From an optimization exercise on the open Yosys and OpenROAD flow, aimed at small area and a short achievable clock period; shortcuts taken in it are not production practice.
In this exercise RTL edits were held to simulation tests only and were not proved equivalent to the original.

==> design.v <==
`timescale 1ns/100ps
`default_nettype none
package servo_pkg;
	localparam int ADC_W = 16;
	localparam int SIG_W = 24;
	localparam int COEF_W = 18;
	localparam int COEF_FRAC = 16;
	localparam int ADC_SAMPLE_W = 1 + 2 * ADC_W;
	localparam int FILT_OUT_W = 1 + 3 * SIG_W;
	localparam int IIR_COEF_W = 1 + 3 * COEF_W;
	localparam int DAC_DATA_W = 20;
	localparam logic [3:0] DAC_HDR = 4'b0011;
	localparam int DAC_FRAME_W = 4 + DAC_DATA_W;
	localparam int SCK_HALF = 2;
	localparam int DAC_CREDITS = 2;
	localparam int DAC_WORD_W = 1 + SIG_W;
	localparam int SPI_W = 3;
endpackage
`default_nettype wire
`timescale 1ns/100ps
`default_nettype none
package config_pkg;
	localparam int CFG_W = 128;
	localparam int COEF_W = 18;
	localparam int CHAN_CFG_W = 1 + 3 * COEF_W + 2;
	localparam int CH_PDN  = 0;
	localparam int CH_GAIN = 1;
	localparam int CH_COEF = 2;
	localparam int CFG_PAD_W = CFG_W - 2 * CHAN_CFG_W;
	localparam int AFE_W = 4;
endpackage
`default_nettype wire
`timescale 1ns/100ps
`default_nettype none
module config_capture (
	input  logic                         clk1,
	input  logic                         i_rst_n,
	input  logic [config_pkg::CFG_W-1:0] i_cfg,
	output logic [config_pkg::CFG_W-1:0] o_cfg,
	output logic [config_pkg::AFE_W-1:0] o_afe
);
	logic [config_pkg::CFG_W-1:0] cfg_q;
	logic [1:0]                   afe_gainx10_q;
	logic [1:0]                   afe_nshdn_q;
	always_ff @(posedge clk1) begin
		if (!i_rst_n) begin
			cfg_q <= '0;
		end else begin
			cfg_q <= i_cfg;
		end
	end
	always_ff @(posedge clk1) begin
		if (!i_rst_n) begin
			afe_gainx10_q <= '0;
			afe_nshdn_q   <= '0;
		end else begin
			for (int i = 0; i < 2; i++) begin
				afe_gainx10_q[i] <= cfg_q[i*config_pkg::CHAN_CFG_W + config_pkg::CH_GAIN];
				afe_nshdn_q[i]   <= ~cfg_q[i*config_pkg::CHAN_CFG_W + config_pkg::CH_PDN];
			end
		end
	end
	assign o_cfg = cfg_q;
	assign o_afe = {afe_gainx10_q, afe_nshdn_q};
endmodule
`default_nettype wire
`timescale 1ns/100ps
`default_nettype none
module iir_first_order (
	input  logic                               clk1,
	input  logic                               i_rst_n,
	input  logic [servo_pkg::IIR_COEF_W-1:0]   i_coef,
	input  logic                               i_valid,
	input  logic signed [servo_pkg::ADC_W-1:0] i_x,
	output logic                               o_valid,
	output logic signed [servo_pkg::SIG_W-1:0] o_y
);
	localparam int ACC_W = servo_pkg::COEF_W + servo_pkg::SIG_W + 2;
	logic                                coef_on;
	logic signed [servo_pkg::COEF_W-1:0] coef_a1;
	logic signed [servo_pkg::COEF_W-1:0] coef_b0;
	logic signed [servo_pkg::COEF_W-1:0] coef_b1;
	logic signed [servo_pkg::SIG_W-1:0] x_w;
	logic signed [servo_pkg::SIG_W-1:0] x_prev;
	logic                               v_s1;
	logic signed [ACC_W-1:0]            ff_s1;
	logic signed [servo_pkg::SIG_W-1:0] x_s1;
	logic signed [ACC_W-1:0]            acc;
	logic signed [servo_pkg::SIG_W-1:0] y_new;
	logic signed [servo_pkg::SIG_W-1:0] y_prev;
	logic                               v_s2;
	assign {coef_on, coef_a1, coef_b0, coef_b1} = i_coef;
	assign x_w = {i_x, {(servo_pkg::SIG_W - servo_pkg::ADC_W){1'b0}}};
	always_ff @(posedge clk1) begin
		if (!i_rst_n) begin
			x_prev <= '0;
			v_s1   <= 1'b0;
		end else begin
			v_s1 <= i_valid;
			if (i_valid) begin
				x_prev <= x_w;
			end
		end
	end
	always_ff @(posedge clk1) begin
		if (i_valid) begin
			ff_s1 <= coef_b0 * x_w + coef_b1 * x_prev;
			x_s1  <= x_w;
		end
	end
	always_comb begin
		acc   = ff_s1 + coef_a1 * y_prev;
		y_new = coef_on ? acc[servo_pkg::COEF_FRAC +: servo_pkg::SIG_W] : x_s1;
	end
	always_ff @(posedge clk1) begin
		if (!i_rst_n) begin
			y_prev <= '0;
			v_s2   <= 1'b0;
		end else begin
			v_s2 <= v_s1;
			if (v_s1) begin
				y_prev <= y_new;
			end
		end
	end
	assign o_valid = v_s2;
	assign o_y     = y_prev;
endmodule
`default_nettype wire
`timescale 1ns/100ps
`default_nettype none
module adc_path (
	input  logic                   clk1,
	input  logic                   i_rst_n,
	input  logic [config_pkg::CFG_W-1:0]        i_cfg,
	input  logic [servo_pkg::ADC_SAMPLE_W-1:0]  i_adc,
	output logic [servo_pkg::FILT_OUT_W-1:0]    o_filt
);
	logic signed [servo_pkg::ADC_W-1:0] x [2];
	logic signed [servo_pkg::SIG_W-1:0] y [2];
	logic                               y_valid [2];
	logic                               filt_valid;
	logic signed [servo_pkg::SIG_W-1:0] ch0_q;
	logic signed [servo_pkg::SIG_W-1:0] ch1_q;
	logic signed [servo_pkg::SIG_W-1:0] diff_q;
	logic                                adc_valid;
	assign adc_valid = i_adc[2*servo_pkg::ADC_W];
	assign x[0] = i_adc[servo_pkg::ADC_W +: servo_pkg::ADC_W];
	assign x[1] = i_adc[0 +: servo_pkg::ADC_W];
	generate
		for (genvar g = 0; g < 2; g++) begin : g_chan
			iir_first_order u_iir (
				.clk1    (clk1),
				.i_rst_n (i_rst_n),
				.i_coef  (i_cfg[g*config_pkg::CHAN_CFG_W + config_pkg::CH_COEF +: servo_pkg::IIR_COEF_W]),
				.i_valid (adc_valid),
				.i_x     (x[g]),
				.o_valid (y_valid[g]),
				.o_y     (y[g])
			);
		end
	endgenerate
	always_ff @(posedge clk1) begin
		if (!i_rst_n) begin
			filt_valid <= 1'b0;
		end else begin
			filt_valid <= y_valid[0];
		end
	end
	always_ff @(posedge clk1) begin
		if (y_valid[0]) begin
			ch0_q  <= y[0];
			ch1_q  <= y[1];
			diff_q <= y[0] - y[1];
		end
	end
	assign o_filt = {filt_valid, ch0_q, ch1_q, diff_q};
endmodule
`default_nettype wire
`timescale 1ns/100ps
`default_nettype none
module dac_spi_serializer (
	input  logic                 clk1,
	input  logic                 i_rst_n,
	input  logic [servo_pkg::DAC_WORD_W-1:0] i_dac,
	output logic                             o_credit,
	output logic [servo_pkg::SPI_W-1:0]      o_spi,
	output logic                             o_ldac_n
);
	localparam int PTR_W  = (servo_pkg::DAC_CREDITS > 1) ? $clog2(servo_pkg::DAC_CREDITS) : 1;
	localparam int FILL_W = $clog2(servo_pkg::DAC_CREDITS + 1);
	localparam int HALF_W = (servo_pkg::SCK_HALF > 1) ? $clog2(servo_pkg::SCK_HALF) : 1;
	localparam int BIT_W  = $clog2(servo_pkg::DAC_FRAME_W);
	localparam logic [1:0] ST_IDLE  = 2'd0;
	localparam logic [1:0] ST_SHIFT = 2'd1;
	localparam logic [1:0] ST_LOAD  = 2'd2;
	logic [servo_pkg::DAC_DATA_W-1:0]  buf_mem [servo_pkg::DAC_CREDITS];
	logic [PTR_W-1:0]                  wr_ptr;
	logic [PTR_W-1:0]                  rd_ptr;
	logic [FILL_W-1:0]                 fill;
	logic                              push;
	logic                              pop;
	logic [1:0]                        state;
	logic [servo_pkg::DAC_FRAME_W-1:0] shreg;
	logic [HALF_W-1:0]                 half_cnt;
	logic [BIT_W-1:0]                  bit_cnt;
	logic                              half_end;
	logic                              cs_n_q;
	logic                              sck_q;
	logic                              ldac_n_q;
	logic                              credit_q;
	assign push     = i_dac[servo_pkg::SIG_W];
	assign pop      = (state == ST_IDLE) && (fill != '0);
	assign half_end = (half_cnt == HALF_W'(servo_pkg::SCK_HALF - 1));
	always_ff @(posedge clk1) begin
		if (push) begin
			buf_mem[wr_ptr] <= i_dac[servo_pkg::SIG_W-1 -: servo_pkg::DAC_DATA_W];
		end
	end
	always_ff @(posedge clk1) begin
		if (!i_rst_n) begin
			wr_ptr <= '0;
			rd_ptr <= '0;
			fill   <= '0;
		end else begin
			if (push) begin
				wr_ptr <= (wr_ptr == PTR_W'(servo_pkg::DAC_CREDITS - 1)) ? '0 : wr_ptr + 1'b1;
			end
			if (pop) begin
				rd_ptr <= (rd_ptr == PTR_W'(servo_pkg::DAC_CREDITS - 1)) ? '0 : rd_ptr + 1'b1;
			end
			case ({push, pop})
				2'b10:   fill <= fill + 1'b1;
				2'b01:   fill <= fill - 1'b1;
				default: fill <= fill;
			endcase
		end
	end
	always_ff @(posedge clk1) begin
		if (!i_rst_n) begin
			state    <= ST_IDLE;
			shreg    <= '0;
			half_cnt <= '0;
			bit_cnt  <= '0;
			cs_n_q   <= 1'b1;
			sck_q    <= 1'b0;
			ldac_n_q <= 1'b1;
			credit_q <= 1'b0;
		end else begin
			credit_q <= 1'b0;
			ldac_n_q <= 1'b1;
			case (state)
				ST_IDLE: begin
					if (pop) begin
						shreg    <= {servo_pkg::DAC_HDR, buf_mem[rd_ptr]};
						credit_q <= 1'b1;
						cs_n_q   <= 1'b0;
						sck_q    <= 1'b0;
						half_cnt <= '0;
						bit_cnt  <= '0;
						state    <= ST_SHIFT;
					end
				end
				ST_SHIFT: begin
					if (!half_end) begin
						half_cnt <= half_cnt + 1'b1;
					end else begin
						half_cnt <= '0;
						if (!sck_q) begin
							sck_q <= 1'b1;
						end else begin
							sck_q <= 1'b0;
							if (bit_cnt == BIT_W'(servo_pkg::DAC_FRAME_W - 1)) begin
								cs_n_q <= 1'b1;
								state  <= ST_LOAD;
							end else begin
								bit_cnt <= bit_cnt + 1'b1;
								shreg   <= {shreg[servo_pkg::DAC_FRAME_W-2:0], 1'b0};
							end
						end
					end
				end
				ST_LOAD: begin
					ldac_n_q <= 1'b0;
					state    <= ST_IDLE;
				end
				default: state <= ST_IDLE;
			endcase
		end
	end
	assign o_spi      = {cs_n_q, sck_q, shreg[servo_pkg::DAC_FRAME_W-1]};
	assign o_ldac_n   = ldac_n_q;
	assign o_credit   = credit_q;
endmodule
`default_nettype wire
`timescale 1ns/100ps
`default_nettype none
module servo_frontend (
	input  logic         clk1,
	input  logic         i_rst_n,
	input  logic [127:0] i_cfg,
	input  logic [32:0]  i_adc,
	input  logic [24:0]  i_dac,
	output logic [3:0]   o_afe,
	output logic [72:0]  o_filt,
	output logic [2:0]   o_spi,
	output logic         o_ldac_n,
	output logic         o_dac_credit
);
	logic [config_pkg::CFG_W-1:0] cfg_q;
	config_capture u_config_capture (
		.clk1    (clk1),
		.i_rst_n (i_rst_n),
		.i_cfg   (i_cfg),
		.o_cfg   (cfg_q),
		.o_afe   (o_afe)
	);
	adc_path u_adc_path (
		.clk1    (clk1),
		.i_rst_n (i_rst_n),
		.i_cfg   (cfg_q),
		.i_adc   (i_adc),
		.o_filt  (o_filt)
	);
	dac_spi_serializer u_dac_spi_serializer (
		.clk1     (clk1),
		.i_rst_n  (i_rst_n),
		.i_dac    (i_dac),
		.o_credit (o_dac_credit),
		.o_spi    (o_spi),
		.o_ldac_n (o_ldac_n)
	);
endmodule
`default_nettype wire
==> run.sh <==
#!/bin/bash
# synth_recipe.tcl (not shown) runs the flow's synth.tcl, then flattens the netlist and writes it again
# the make line also repeats each setting of config.mk as NAME=value (left out here)
make -C /OpenROAD-flow-scripts/flow DESIGN_CONFIG=/design/flow/config.mk WORK_HOME=/design/flow/orfs CLKGATE_MAP_FILE= SYNTH_SCRIPT=/design/flow/synth_recipe.tcl finish
==> config.mk <==
export PLATFORM = sky130hd
export DESIGN_NAME = servo_frontend
export DESIGN_NICKNAME = servo_frontend
export VERILOG_FILES = /design/flow/design.v
export SDC_FILE = /design/flow/constraint.sdc
export NUM_CORES = 4
export LEC_CHECK = 0
export CAP_MARGIN = 20
export CORE_MARGIN = 2
export CORE_UTILIZATION = 40
export SLEW_MARGIN = 20
==> constraint.sdc <==
create_clock -name core_clock -period 11.5 [get_ports {clk1}]
set_input_delay 2.3000 -clock core_clock [delete_from_list [all_inputs] [get_ports {clk1}]]
set_output_delay 2.3000 -clock core_clock [all_outputs]
set_load 0.01 [all_outputs]
==> reports/qor.csv <==
stage;metric;value;unit
yosys;Synth Register Bits;450;
yosys;async set or reset register ratio after synthesis;0;%
critical_path;Worst R2R Path Depth;30;
yosys;number of instances in the synthesized netlist;9339;
critical_path;master of the slowest instance on the critical path;clkdlybuf4s50_1;
floorplanning;die footprint;227000;sq um
clock_tree;number of sinks on the clock net;450;
critical_path;Worst Path Required;11.95;ns
clock_tree;depth of the CTS H-tree;2;
yosys;most frequently used flop master after synthesis;dfxtp_1;
detailed_routing;Post-route DRC;0;
sta;Final Max Tran Viols;0;
yosys;mean instance size in the synthesized netlist;9.57;sq um
sta;Worst-Margin Slew;1.16;ns
detailed_routing;detailed router's first-iteration violation count;3411;
yosys;Synth Area in XOR/XNOR;3.26;%
sta;share of the clock period used by the worst path;88.9;%
clock_tree;Resized cells post-CTS;0;
detailed_routing;post-route antenna net violation count;0;
job;number of maximum-capacitance violations;0;
yosys;netlist area before placement;89400;sq um
place;HPWL after detailed placement;184000;um
final_layout;utilization of the core after routing;43.7;%
final_layout;Post-layout nets;12174;
clock_tree;clk slew on worst S/H paths;0.08;ns
global_routing;largest net degree at the start of global routing;133;
run_status;outcome;finished clean;
yosys;fraction of the mapped netlist area in adder cells;53.4;%
critical_path;worst stage delay on the critical path;0.81;ns
yosys;EDFF count, synth;208;
min_path;cell depth of the worst min-delay path;1;
sta;count of final setup violators;0;
place;pre-CTS setup slack;0.626;ns
floorplanning;# rows;173;
sta;setup TNS;0;ns
clock_tree;Clk Latency, worst-skew pair;0.72;ns
detailed_routing;aggregate routed wire length;228000;um
yosys;Mapped Nets;12149;
global_routing;initial antenna violation count;11;
critical_path;critical path endpoint category;flip-flop;
sta;f_max;97.8;MHz
sta;Max-Slew Margin vs Limit;22.3;%
detailed_routing;average vias per placed instance;4.95;
global_routing;first-pass GRT wire length;375000;um
sta;RSZ-0062 raised after global routing;false;
clock_tree;number of buffers created by CTS;61;
floorplanning;vertical die dimension;477;um
critical_path;kind of critical path;input pin to flip-flop;
detailed_routing;routed wire length per instance;18.4;um
critical_path;endpoint arrival time on the critical path;10.68;ns
floorplanning;Core ar.;222000;sq um
sta;hold slack final;0.358;ns
sta;Hold Fails Final Rpt;0;
yosys;simple-gate portion of the synthesized area;14.8;%
clock_tree;number of post-CTS setup repair buffers;0;
clock_tree;number of buffers inserted for hold repair after clock tree synthesis;0;
floorplanning;IO Pins;270;
yosys;sequential area share after synthesis;12.4;%
yosys;total number of yosys warnings;8;
critical_path;Most Frequent Cell on Critical Path;fa_1;
sta;Tmin final;10.23;ns
yosys;compound-cell area share of the yosys netlist;4.65;%
clock_tree;root buffer cell;clkbuf_16;
critical_path;top fanout value on the critical path;11;
floorplanning;initial core utilization;40.2;%
min_path;worst min-delay path class;flip-flop to flip-flop;
global_routing;Overall Global Routing Usage;20.8;%
final_layout;share of cells above drive strength 1;2.88;%
yosys;main combinational cell family by area after synthesis;adder cells;
sta;post-route clock skew;0.0296;ns
clock_tree;buffers from clock root to sink, at most;3;
critical_path;kind of launch point of the worst setup path;input pin;
detailed_routing;via count of the routed design;61374;
final_layout;synthesis-to-finish area growth;8.63;%
global_routing;gr ovfl total;0;
clock_tree;TritonCTS clock tree;yes;
detailed_routing;1st-pass router iterations;6;
yosys;mux share of post-synthesis cell area;0.830;%
global_routing;via count of the first global-routing pass;68258;
floorplanning;Die X;477;um
place;gpl congestion;0.879;
yosys;number of different library cells in the post-synthesis netlist;84;
place;number of buffers added on ports;251;
sta;post-route setup slack;1.27;ns
==> layout by cell type (no fill, tap or decap), drive strengths merged, types with 12 or more instances in the layout <==
master and count:
a211oi 32, a21o 87, a21oi 217, a31oi 19, and2 918, and3 27, buf 116, clkbuf 77
clkdlybuf4s50 249, dfxtp 242, edfxtp 208, fa 1989, ha 633, inv 2151, mux2i 73, nand2 1256
nand2b 86, nand3 37, nand4 12, nor2 168, nor2b 95, nor3 42, o21a 23, o21ai 118
o21bai 21, o22ai 17, or3 20, xnor2 253, xor2 77
==> Yosys cell counts, types with 23 or more instances <==
| cell type | number | area, sq um |
|---|---|---|
| a21o_1 | 87 | 653 |
| o21ai_0 | 106 | 531 |
| dfxtp_1 | 242 | 4840 |
| a211oi_1 | 30 | 225 |
| and3_1 | 27 | 169 |
| nor2_1 | 168 | 631 |
| and2_1 | 918 | 5740 |
| a21oi_1 | 216 | 1080 |
| nand2b_1 | 86 | 538 |
| edfxtp_1 | 208 | 6250 |
| ha_1 | 633 | 7920 |
| xnor2_1 | 253 | 2220 |
| clkbuf_1 | 394 | 1480 |
| o21a_1 | 23 | 173 |
| mux2i_1 | 73 | 731 |
| nand2_1 | 1255 | 4710 |
| nor2b_1 | 95 | 594 |
| nor3_1 | 42 | 210 |
| xor2_1 | 77 | 674 |
| inv_1 | 2131 | 8000 |
| fa_1 | 1989 | 39800 |
| nand3_1 | 37 | 185 |
==> layout make-up <==
class | count | area, sq um
Clock buffer | 76 | 1680
Multi-Input combinational cell | 6353 | 68800
Inverter | 2132 | 8000
Antenna cell | 3 | 7.51
Fill cell | 21526 | 125000
Timing Repair Buffer | 366 | 3390
Clock inverter | 39 | 430
Sequential cell | 450 | 11100
Tap cell | 2975 | 3720
==> worst paths after layout <==
check                                         endpoint  slack [ns]                                  start
setup / recovery  u_adc_path.g_chan[1].u_iir.ff_s1[37]        1.27                               i_adc[5]
hold / removal         u_config_capture.afe_nshdn_q[0]        0.36              u_config_capture.cfg_q[0]
setup reg to reg  u_adc_path.g_chan[0].u_iir.ff_s1[39]        2.65  u_adc_path.g_chan[0].u_iir.x_prev[16]
hold reg to reg        u_config_capture.afe_nshdn_q[0]        0.36              u_config_capture.cfg_q[0]
==> flip-flops by register name, summed over array words and instances, names as in the netlist, 2 cells and up, named ones only <==
| signal | flops |
|---|---|
| u_adc_path.g_chan.u_iir.x_s1 | 32 |
| u_adc_path.g_chan.u_iir.ff_s1 | 64 |
| u_dac_spi_serializer.state | 2 |
| u_config_capture.afe_gainx10_q | 2 |
| u_dac_spi_serializer.fill | 2 |
| u_adc_path.g_chan.u_iir.y_prev | 48 |
| u_dac_spi_serializer.shreg | 24 |
| u_adc_path.ch0_q | 24 |
| u_adc_path.diff_q | 24 |
| u_dac_spi_serializer.bit_cnt | 5 |
| u_dac_spi_serializer.buf_mem | 40 |
| u_config_capture.afe_nshdn_q | 2 |
| u_adc_path.g_chan.u_iir.x_prev | 32 |
| u_config_capture.cfg_q | 114 |
| u_adc_path.ch1_q | 24 |
==> worst max-delay path: cells and delay by family <==
kind	cells	cell delay [ns]
buffers and inverters	3	0.92
and+or+nand+nor	6	1.74
AOI/OAI and AO/OA	9	1.93
adders and majority gates	8	3.61
xor gates and xnor gates	1	0.16
==> cell families (layout without fill, tap and decap cells) <==
group                    Yosys count  in the layout
flip-flops                       450            450
AO/OA/AOI/OAI                    638            638
adder cells (fa/ha/maj)         2622           2622
XOR/XNOR                         331            331
other                              0              3
AND/OR/NAND/NOR                 2688           2688
multiplexers                      74             74
buffers and inverters           2536           2613
==> metrics by stage <==
stage	std cells	cell area [sq um]
5_1_grt	12391	97100
3_3_place_gp	12276	95000
6_report	12394	97100
2_1_floorplan	9339	89400
3_5_place_dp	12276	95000
4_1_cts	12391	97100
==> metal layers <==
layer / wire [um] / GRT usage [%] / up-vias / part of all wire (%)
met3: 11300 / 2.35 / 269 / 4.9
met1: 99700 / 28.2 / 31936 / 44
met4: 6820 / 5.77 / 10 / 3.0
met5: 55 / 0 / - / 0.024
li1: - / - / 27674 / -
met2: 110000 / 35.2 / 1485 / 48

## separate check: timing with driven ports
In the flow no input, the clock included, has a driving cell. The finished layout below was timed again as built, in two steps. Step 1 sets driving cells, clkbuf_16 on the clock port and buf_2 on the other inputs (assumed; they add their load-dependent delay and slew). Step 2 adds t to the input delays and takes it off the output delays; t is the mean of the earliest and latest rising clock arrival at the registers after step 1. Input paths then give back, and output paths get back, about the clock's delay inside the block. a / b / c = ideal ports / drivers / drivers and shift; a / b = the first two.
t, ns: 0.790
slack for setup (ns): 1.273 / 1.284 / 0.495
worst setup path at the end: input to register
latest minus earliest clock arrival (ns): 0.037 / 0.037
worst data-port slew with drivers (ns): 0.14
After both steps setup and hold are still met in this run. The setup slack of this run moves by +0.011 ns with the drivers and by -0.778 ns with both steps.
